Background: an optimization exercise with open tools, aiming at small area, a short achievable clock period and few clock cycles per item. Do not read the settings as production practice. In this exercise RTL edits were held to simulation tests only and were not proved equivalent to the original.

Design chien_search, start of the top module:
module chien_search #(
    parameter int LANES = 16,
    parameter int DEPTH = 4
) (
    input  logic                 clk_i,
    input  logic                 rst_ni,
    input  logic                 start_req_i,
    input  logic                 root_ack_i,
    input  logic [119:0]         sigma_i,
    output logic                 start_ack_o,
    output logic                 root_req_o,
    output logic                 done_o,
    output logic [9:0]           root_pos_o,
    output logic [3:0]           root_count_o
);
For scale: ~3,300 cells after synthesis, about 260 flip-flops, ~140 I/O pins.
clock: 5.0 ns
lec_check: 0
cap_margin: 20
core_margin: 2
core_utilization: 25
setup_slack_margin: 1.5
slew_margin: 20
tns_end_percent: 5
run.sh (not shown) runs the stock make flow with config.mk's settings and CLKGATE_MAP_FILE= SYNTH_SCRIPT=/design/flow/synth_recipe.tcl, a recipe that flattens the netlist after the stock synthesis.
The first run completed with no timing, DRC or antenna violations.
Testbench counts at the start, summed over its fixed seeds: cycles 7,400, items 256.
Edit:
Settings changed: PLACE_DENSITY set to 0.75, TNS_END_PERCENT 5 to unset.
Result: Wire length increases by roughly a tenth; worst hold slack is about the same; synthesized area stays the same; first-iteration DRC count decreases slightly; via count went up slightly; clock skew went down by 0.041 ns; global-route usage went up by 3.2 points; cell area grows by a few percent.

## run A
Another version of the RTL of chien_search (not shown whole).
Size: about 210 flip-flops, roughly 140 I/O pins, about 0.030 mm^2 of cells after synthesis.
make LEC_CHECK=0 CAP_MARGIN=20 CORE_MARGIN=2 CORE_UTILIZATION=25 SETUP_SLACK_MARGIN=1.0 SLEW_MARGIN=20 finish   # period 5.0 ns
Run A completed end to end with timing, DRC and antenna clean.
Testbench counts of run A, summed over its fixed seeds: cycles 9,269, items 256.
> inputs changed (run A -> run B)
Settings: setting ABC_CLOCK_PERIOD_IN_PS to 3000 for the first time.
[summary]
As far as clock-pin slew on the worst setup and hold paths is concerned, run A and run B perform about the same. Number of routed nets with antenna violations: run B vs run A identical. Run B -> run A: multi-input gate share of the layout cell area delta 0, exact match. As far as complex-gate fraction of the synthesized area is concerned, run B and run A perform about the same. Diff run A..run B | share of the clock period used by the worst path | unchanged. As far as setup slack goes, run B and run A are indistinguishable; the numbers are identical.
Here is what was changed in the inputs of run C compared with run B.
Settings: clearing ABC_CLOCK_PERIOD_IN_PS, which used to be 3000; clearing SETUP_SLACK_MARGIN, which used to be 1.0.
## What came out
Run C: all stages complete, timing, DRC and antenna checks passed
Run B reached the end of the flow, and the finished layout is clean on the timing, design-rule and antenna checks.
Post-CTS clock slew at the launch and capture registers of the worst setup and hold paths: run B vs run C — no meaningful difference
In the final design statistics, run C uses fewer standard cells in total than run B.
Hold slack was lower in the run labelled run B.
Final cell area: run C below run B
[compare] base=run B new=run C: pin count of the biggest net entering global routing now larger; actual slew at the worst max-slew pin now larger; mean number of vias per cell now larger.
> inputs changed (run C -> run D)
Settings: SETUP_SLACK_MARGIN: unset -> 2.0.
## What came out
Run D has final worst-path setup slack above what run C had. In the flow results for run D and run C, the delay of the slowest cell on the worst path is larger on run C. Run D against run C: routed wire length went up, post-layout minimum cycle time went down.
> inputs changed (run D -> run E)
Settings: SETUP_SLACK_MARGIN now 1.5, was 2.0.
==> comparison <==
- Run E vs run D, maximum cell stage delay along the critical path went up by 80 ps.
- Summary of run E over run D: arrival time of data at the critical path endpoint now sits lower, cell total after placement now sits higher.
- Sort run E and run D by overall routing resource usage asc -> top: run D
- Maximum number of pins on one net before global-route repair (run D / run E): 1.7
- Higher met3 demand-to-capacity share in global routing was reported by run D, not run E.
- Compared with run D, run E shows a lower cell area.
- Layout-stage area growth over the synthesis result delta for run E relative to run D: 9.4 points lower
- Termination of the worst setup path = u_ser.hit_q[2]$_DFF_PN0_: run E; termination of the worst setup path = u_ser.hit_q[0]$_DFF_PN0_: run D

chien_search with an RTL version that a note above also has.
Size: ~5700 cells after synthesis, roughly 260 flip-flops, about 40000 um^2 of cells after synthesis.
clock: 5.0 ns
lec_check: 0
abc_area: 1
cap_margin: 20
core_margin: 2
core_utilization: 25
setup_slack_margin: 1.5
slew_margin: 20
The baseline finished with timing, DRC and antenna clean.
Testbench counts at the start, summed over its fixed seeds: cycles 7,400, items 256.
==> next run, changes <==
ABC_AREA = default   (was 1)
SETUP_SLACK_MARGIN = 1.0   (was 1.5)
The changed run completed without violations.
Synthesized cell count drops by 42%.
Setup slack loses 0.64 ns.
Wire length drops by 33%.
Cell count fell by 35%.
Non-clock buffer count went down by 227.
Core utilization goes down by 1.4 points.
Cell area falls by 19%.

== sierra ==
chien_search with an RTL version that a note above also has.
Size: roughly 3100 cells after synthesis, about 210 flip-flops, ~30000 um2 of cells after synthesis.
Design chien_search, start of the top module:
module chien_search #(
    parameter int LANES = 16,
    parameter int DEPTH = 4
) (
    input  logic                 clk_i,
    input  logic                 rst_ni,
    input  logic                 start_req_i,
    input  logic                 root_ack_i,
    input  logic [119:0]         sigma_i,
    output logic                 start_ack_o,
    output logic                 root_req_o,
    output logic                 done_o,
    output logic [9:0]           root_pos_o,
    output logic [3:0]           root_count_o
);
    localparam int CW_LEN = 544;
    localparam int NUM_BATCH = CW_LEN / LANES + 1;
    localparam int LW = $clog2(LANES);
    logic       load;
    logic       adv;
    logic       run;
    logic       free;
    logic       first_batch;
    logic       last_batch;
    logic [9-LW:0] batch;
    logic [119:0]     term_q;
    logic [119:0]     term_step;
    logic [LANES-1:0] zero_vec;
    scan_ctrl u_ctrl (
        .clk_i        (clk_i),
        .rst_ni       (rst_ni),
        .start_req_i  (start_req_i),
        .free_i       (free),
        .last_batch_i (last_batch),
        .start_ack_o  (start_ack_o),
        .load_o       (load),
        .adv_o        (adv),
  ...
clock: 5.0 ns
lec_check: 0
cap_margin: 0
core_margin: 2
core_utilization: 25
setup_slack_margin: 1.0
slew_margin: 0
Testbench counts of sierra, summed over its fixed seeds: cycles 9,269, items 256.
## Diff of input files: xenon against sierra
--- a/flow/config.mk
+++ b/flow/config.mk
@@ -6,7 +6,7 @@
 export NUM_CORES = 4
 export LEC_CHECK = 0
-export CAP_MARGIN = 0
+export CAP_MARGIN = 20
 export CORE_MARGIN = 2
 export CORE_UTILIZATION = 25
-export SETUP_SLACK_MARGIN = 1.0
-export SLEW_MARGIN = 0
+export GPL_TIMING_DRIVEN = 0
+export SLEW_MARGIN = 20
Findings:
xenon ran in full, but the layout does not pass; the checks complain about negative setup slack.
sierra and xenon ended up with nearly the same routed wire length.
Re final design utilization: sierra was higher than xenon.
Compared with sierra, xenon shows a total setup violations reported at the end of the flow that is 4 higher.
Worst-case hold slack: lower on xenon
When xenon is measured against sierra, its detailed placement HPWL turns out 4500 um lower.
The via count of xenon was superior to that of sierra.
Against sierra, xenon comes in 1.08 ns lower on post-route worst setup slack.
Comparing sierra and xenon, the higher portion of the clock cycle consumed by the worst path in the final layout was measured on xenon.
| post-layout instance area | xenon vs sierra | better |
What xenon reported for count of non-filler cells in the finished layout has to be multiplied by 1.06 to get the figure for sierra.

[what the ideal ports hide]
In the flow no input, the clock included, has a driving cell. The finished layouts below were timed again as built, in two steps.
Step 1: set_driving_cell puts a clkbuf_16 on clk_i and a buf_2 on each other input, an assumption about the parent block.
Step 2 adds t to the input delays and takes it off the output delays; t is the mean of the earliest and latest rising clock arrival at the registers after step 1. Input paths then give back, and output paths get back, about the clock's delay inside the block.
a / b / c = ideal ports / drivers / drivers and shift; a / b = the first two.
| run | t (ns) | slack for setup (ns) | hold slack, ns |
|---|---|---|---|
| the first run of note 1 | 0.704 | 1.292 / 1.292 / 0.967 | 0.420 / 0.420 / 0.420 |
| the second run of note 1 | 0.704 | 1.377 / 1.377 / 1.011 | 0.422 / 0.376 / 0.422 |
| run A | 0.669 | 0.897 / 0.897 / 0.897 | 0.493 / 0.493 / 0.493 |
| run B | 0.669 | 0.897 / 0.897 / 0.897 | 0.493 / 0.493 / 0.493 |
| run C | 0.676 | 0.442 / 0.442 / 0.442 | 0.500 / 0.478 / 0.500 |
| run D | 0.694 | 1.358 / 1.358 / 1.358 | 0.486 / 0.486 / 0.486 |
| run E | 0.666 | 1.407 / 1.407 / 1.407 | 0.381 / 0.333 / 0.487 |
| the first run of note 3 | 0.679 | 1.308 / 1.308 / 0.983 | 0.425 / 0.425 / 0.425 |
| the second run of note 3 | 0.692 | 0.664 / 0.664 / 0.664 | 0.419 / 0.391 / 0.419 |
| sierra | 0.678 | 0.904 / 0.904 / 0.904 | 0.482 / 0.482 / 0.482 |
| xenon | 0.668 | -0.177 / -0.177 / -0.177 | 0.257 / 0.217 / 0.481 |
For the second run of note 1, which loses most, drivers alone change the setup slack by 0.000 ns; drivers and shift together by -0.366 ns.
